From an optimization exercise on the open Yosys and OpenROAD flow, aimed at small area and few clock cycles; shortcuts taken in it are not production practice.
At most, simulation tests tie the RTL to the original design; equivalence was not proved.

==> flow/design.v <==
`default_nettype none
package mmcd_pkg;
    localparam int N_BITS        = 24;
    localparam int W_BITS        = 13;
    localparam int COL_BITS      = 12;
    localparam int SAMPLE_BITS   = 16;
    localparam int CFG_IDX_BITS  = 2;
    localparam int CFG_DATA_BITS = 24;
    localparam int D_BITS        = N_BITS + 1;
    localparam logic [N_BITS-1:0]   RESET_TOTAL = N_BITS'(1024);
    localparam logic [COL_BITS-1:0] RESET_WM1   = COL_BITS'(512 - 1);
endpackage
`default_nettype wire
`default_nettype none
module min_max_column_decimator_top (
    input  wire logic                                i_clk,
    input  wire logic                                i_rst_n,
    input  wire logic                                i_cfg_we,
    input  wire logic [mmcd_pkg::CFG_IDX_BITS-1:0]   i_cfg_idx,
    input  wire logic [mmcd_pkg::CFG_DATA_BITS-1:0]  i_cfg_data,
    input  wire logic                                i_sample_valid,
    output      logic                                o_sample_ready,
    input  wire logic [mmcd_pkg::SAMPLE_BITS-1:0]    i_sample,
    output      logic                                o_result_valid,
    input  wire logic                                i_result_ready,
    output      logic [mmcd_pkg::COL_BITS-1:0]       o_result_column,
    output      logic [mmcd_pkg::SAMPLE_BITS-1:0]    o_result_low_peak,
    output      logic [mmcd_pkg::SAMPLE_BITS-1:0]    o_result_high_peak,
    output      logic                                o_result_run_last,
    output      logic                                o_result_frame_last
);
    localparam int NB = mmcd_pkg::N_BITS;
    localparam int CB = mmcd_pkg::COL_BITS;
    localparam int SB = mmcd_pkg::SAMPLE_BITS;
    localparam int DB = mmcd_pkg::D_BITS;
    logic [NB-1:0] r_n;        
    logic [CB-1:0] r_wc;       
    logic          r_rs;       
    logic          wr;
    logic [12:0]   wdat;
    logic          clamp;
    logic [CB-1:0] wm1;        
    assign wr   = i_cfg_we && (i_cfg_idx[1] == 1'b0);
    assign wdat = i_cfg_data[12:0];
    always_ff @(posedge i_clk) begin
        if (!i_rst_n) begin
            r_n  <= mmcd_pkg::RESET_TOTAL;
            r_wc <= mmcd_pkg::RESET_WM1;
        end else if (i_cfg_we && i_cfg_idx == 2'd0) begin
            r_n <= (i_cfg_data == '0) ? NB'(1) : i_cfg_data;
        end else if (i_cfg_we && i_cfg_idx == 2'd1) begin
            r_wc <= (wdat == '0) ? '0 : wdat[12] ? '1 : CB'(wdat - 1'b1);
        end
    end
    always_ff @(posedge i_clk) begin
        r_rs <= !i_rst_n || wr;
    end
    assign clamp = (r_n[NB-1:7] == '0) && (r_wc[CB-1:5] >= r_n[6:0]);
    assign wm1   = clamp ? {7'(r_n[6:0] - 1'b1), 5'h1f} : r_wc;
    logic          r_bv;
    logic [SB-1:0] r_bs;
    logic          pop;
    assign o_sample_ready = !r_bv || pop;
    always_ff @(posedge i_clk) begin
        if (!i_rst_n) r_bv <= 1'b0;
        else          r_bv <= (r_bv && !pop) || i_sample_valid;
    end
    always_ff @(posedge i_clk) begin
        if (o_sample_ready) r_bs <= i_sample;
    end
    function automatic logic [DB-1:0] add_d(input logic [DB-1:0] a,
                                            input logic [DB-1:0] b,
                                            input logic          ci);
        logic cy;
        cy = ci;
        for (int k = 0; k < DB; k++) begin
            add_d[k] = a[k] ^ b[k] ^ cy;
            cy       = (a[k] & b[k]) | (cy & (a[k] ^ b[k]));
        end
    endfunction
    function automatic logic lt_s(input logic [SB-1:0] a, input logic [SB-1:0] b);
        logic bw, ak, bk;
        bw = 1'b0;
        for (int k = 0; k < SB; k++) begin
            ak = (k == SB-1) ? !a[k] : a[k];
            bk = (k == SB-1) ? !b[k] : b[k];
            bw = (!ak & bk) | ((!ak | bk) & bw);
        end
        lt_s = bw;
    endfunction
    logic [DB-1:0] r_d;
    logic [CB-1:0] r_c;
    logic          r_has;
    logic [SB-1:0] r_min, r_max;
    logic          close, lastc, fin, init, nfin, emit, fire, take;
    logic [DB-1:0] a_op, n_op, t, u;
    logic [CB-1:0] c_p1;
    logic [SB-1:0] s;
    assign s     = r_bs;
    assign close = !r_d[DB-1];
    assign lastc = (r_c == wm1);
    assign fin   = close && lastc;
    assign init  = r_rs || fin;
    assign c_p1  = r_c + 1'b1;
    assign a_op = init ? '0 : r_d;
    assign n_op = (close || r_rs) ? ~{1'b0, r_n} : '0;
    assign t    = add_d(a_op, n_op, close && !init);
    assign u    = add_d(t, DB'(wm1), 1'b1);
    assign nfin = (c_p1 == wm1) && !u[DB-1];
    assign emit = !r_rs && close && (lastc || r_bv);
    assign fire = !r_rs && (emit ? i_result_ready : r_bv);
    assign take = !close || t[DB-1];
    assign pop  = fire && !fin && take;
    always_ff @(posedge i_clk) begin
        if (init && (r_rs || fire)) begin
            r_d   <= u;
            r_c   <= '0;
            r_has <= 1'b0;
        end else if (fire) begin
            r_d   <= take ? u : t;
            r_has <= take;
            if (close) r_c <= c_p1;
        end
    end
    always_ff @(posedge i_clk) begin
        if (pop) begin
            if (close || !r_has || lt_s(s, r_min)) r_min <= s;
            if (close || !r_has || lt_s(r_max, s)) r_max <= s;
        end
    end
    assign o_result_valid      = emit;
    assign o_result_column     = r_c;
    assign o_result_low_peak   = r_has ? r_min : '0;
    assign o_result_high_peak  = r_has ? r_max : '0;
    assign o_result_run_last   = fin || (t[DB-1] && !nfin);
    assign o_result_frame_last = lastc;
endmodule
`default_nettype wire
clock: 10.0 ns
lec_check: 0
cap_margin: 20
core_margin: 2
core_utilization: 40
slew_margin: 20
run.sh (not shown) runs the stock make flow with config.mk's settings and CLKGATE_MAP_FILE= SYNTH_SCRIPT=/design/flow/synth_recipe.tcl, a recipe that flattens the netlist after the stock synthesis.
The first run finished with setup timing left.
Edit:
--- a/flow/design.v
+++ b/flow/design.v
@@ -91,35 +91,42 @@
     logic [DB-1:0] r_d;
     logic [CB-1:0] r_c;
     logic          r_has;
+    logic          r_lastc;    
+    logic          r_nle;      
     logic [SB-1:0] r_min, r_max;
-    logic          close, lastc, fin, init, nfin, emit, fire, take;
+    logic          close, fin, init, pen, emit, fire, take, sel;
     logic [DB-1:0] a_op, n_op, t, u;
     logic [CB-1:0] c_p1;
     logic [SB-1:0] s;
     assign s     = r_bs;
     assign close = !r_d[DB-1];
-    assign lastc = (r_c == wm1);
-    assign fin   = close && lastc;
+    assign fin   = close && r_lastc;
     assign init  = r_rs || fin;
     assign c_p1  = r_c + 1'b1;
+    assign pen   = (c_p1 == wm1);
     assign a_op = init ? '0 : r_d;
     assign n_op = (close || r_rs) ? ~{1'b0, r_n} : '0;
     assign t    = add_d(a_op, n_op, close && !init);
     assign u    = add_d(t, DB'(wm1), 1'b1);
-    assign nfin = (c_p1 == wm1) && !u[DB-1];
-    assign emit = !r_rs && close && (lastc || r_bv);
+    assign take = r_d[NB-1:0] < r_n;
+    assign sel  = !close || take;
+    assign emit = !r_rs && close && (r_lastc || r_bv);
     assign fire = !r_rs && (emit ? i_result_ready : r_bv);
-    assign take = !close || t[DB-1];
-    assign pop  = fire && !fin && take;
+    assign pop  = fire && !fin && sel;
     always_ff @(posedge i_clk) begin
-        if (init && (r_rs || fire)) begin
-            r_d   <= u;
-            r_c   <= '0;
-            r_has <= 1'b0;
+        if (r_rs || (fire && init)) begin
+            r_d     <= u;
+            r_has   <= 1'b0;
+            r_nle   <= !u[DB-1] || (&u);
         end else if (fire) begin
-            r_d   <= take ? u : t;
-            r_has <= take;
-            if (close) r_c <= c_p1;
+            r_d     <= sel ? u : t;
+            r_has   <= sel;
+        end
+    end
+    always_ff @(posedge i_clk) begin
+        if (r_rs || (fire && close)) begin
+            r_c     <= init ? '0 : c_p1;
+            r_lastc <= init ? (wm1 == '0) : pen;
         end
     end
     always_ff @(posedge i_clk) begin
@@ -132,7 +139,7 @@
     assign o_result_column     = r_c;
     assign o_result_low_peak   = r_has ? r_min : '0;
     assign o_result_high_peak  = r_has ? r_max : '0;
-    assign o_result_run_last   = fin || (t[DB-1] && !nfin);
-    assign o_result_frame_last = lastc;
+    assign o_result_run_last   = fin || (take && !(pen && r_nle));
+    assign o_result_frame_last = r_lastc;
 endmodule
 `default_nettype wire
Result: This time the run finished clean. Setup slack improved by 4.6 ns. Non-clock buffer count drops by 125. First-iteration DRC count drops by about 25%. Routed wire length shrinks by 2.6%. Synthesized cell count went up by about 1.4%. Sequential share of layout area increases by 5.0 points.
Testbench counts after the change, summed over its fixed seeds: cycles 149,558.
For the first run of this note, only the layout was checked, not whether the RTL still works.

==> afterwards: timing with drivers on the ports <==
No port has a modelled driver above. Below, the same layouts with a new extraction and two added sets of constraints. Step 1 sets driving cells, clkbuf_16 on the clock port and buf_2 on the other inputs (assumed; they add their load-dependent delay and slew). Step 2 also shifts input and output timing later by t, the mid clock arrival at the registers, as if the neighbouring blocks saw the same clock. Slacks: no drivers / after step 1 / after step 2; pairs: no drivers / after step 1.
run	t, ns	setup WS [ns]	latest minus earliest clock arrival (ns)	worst data-port slew with drivers (ns)
the first run	0.469	-4.264 / -4.310 / -3.841	0.008 / 0.008	0.06
the second run	0.463	0.376 / 0.376 / 0.376	0.013 / 0.013	0.05
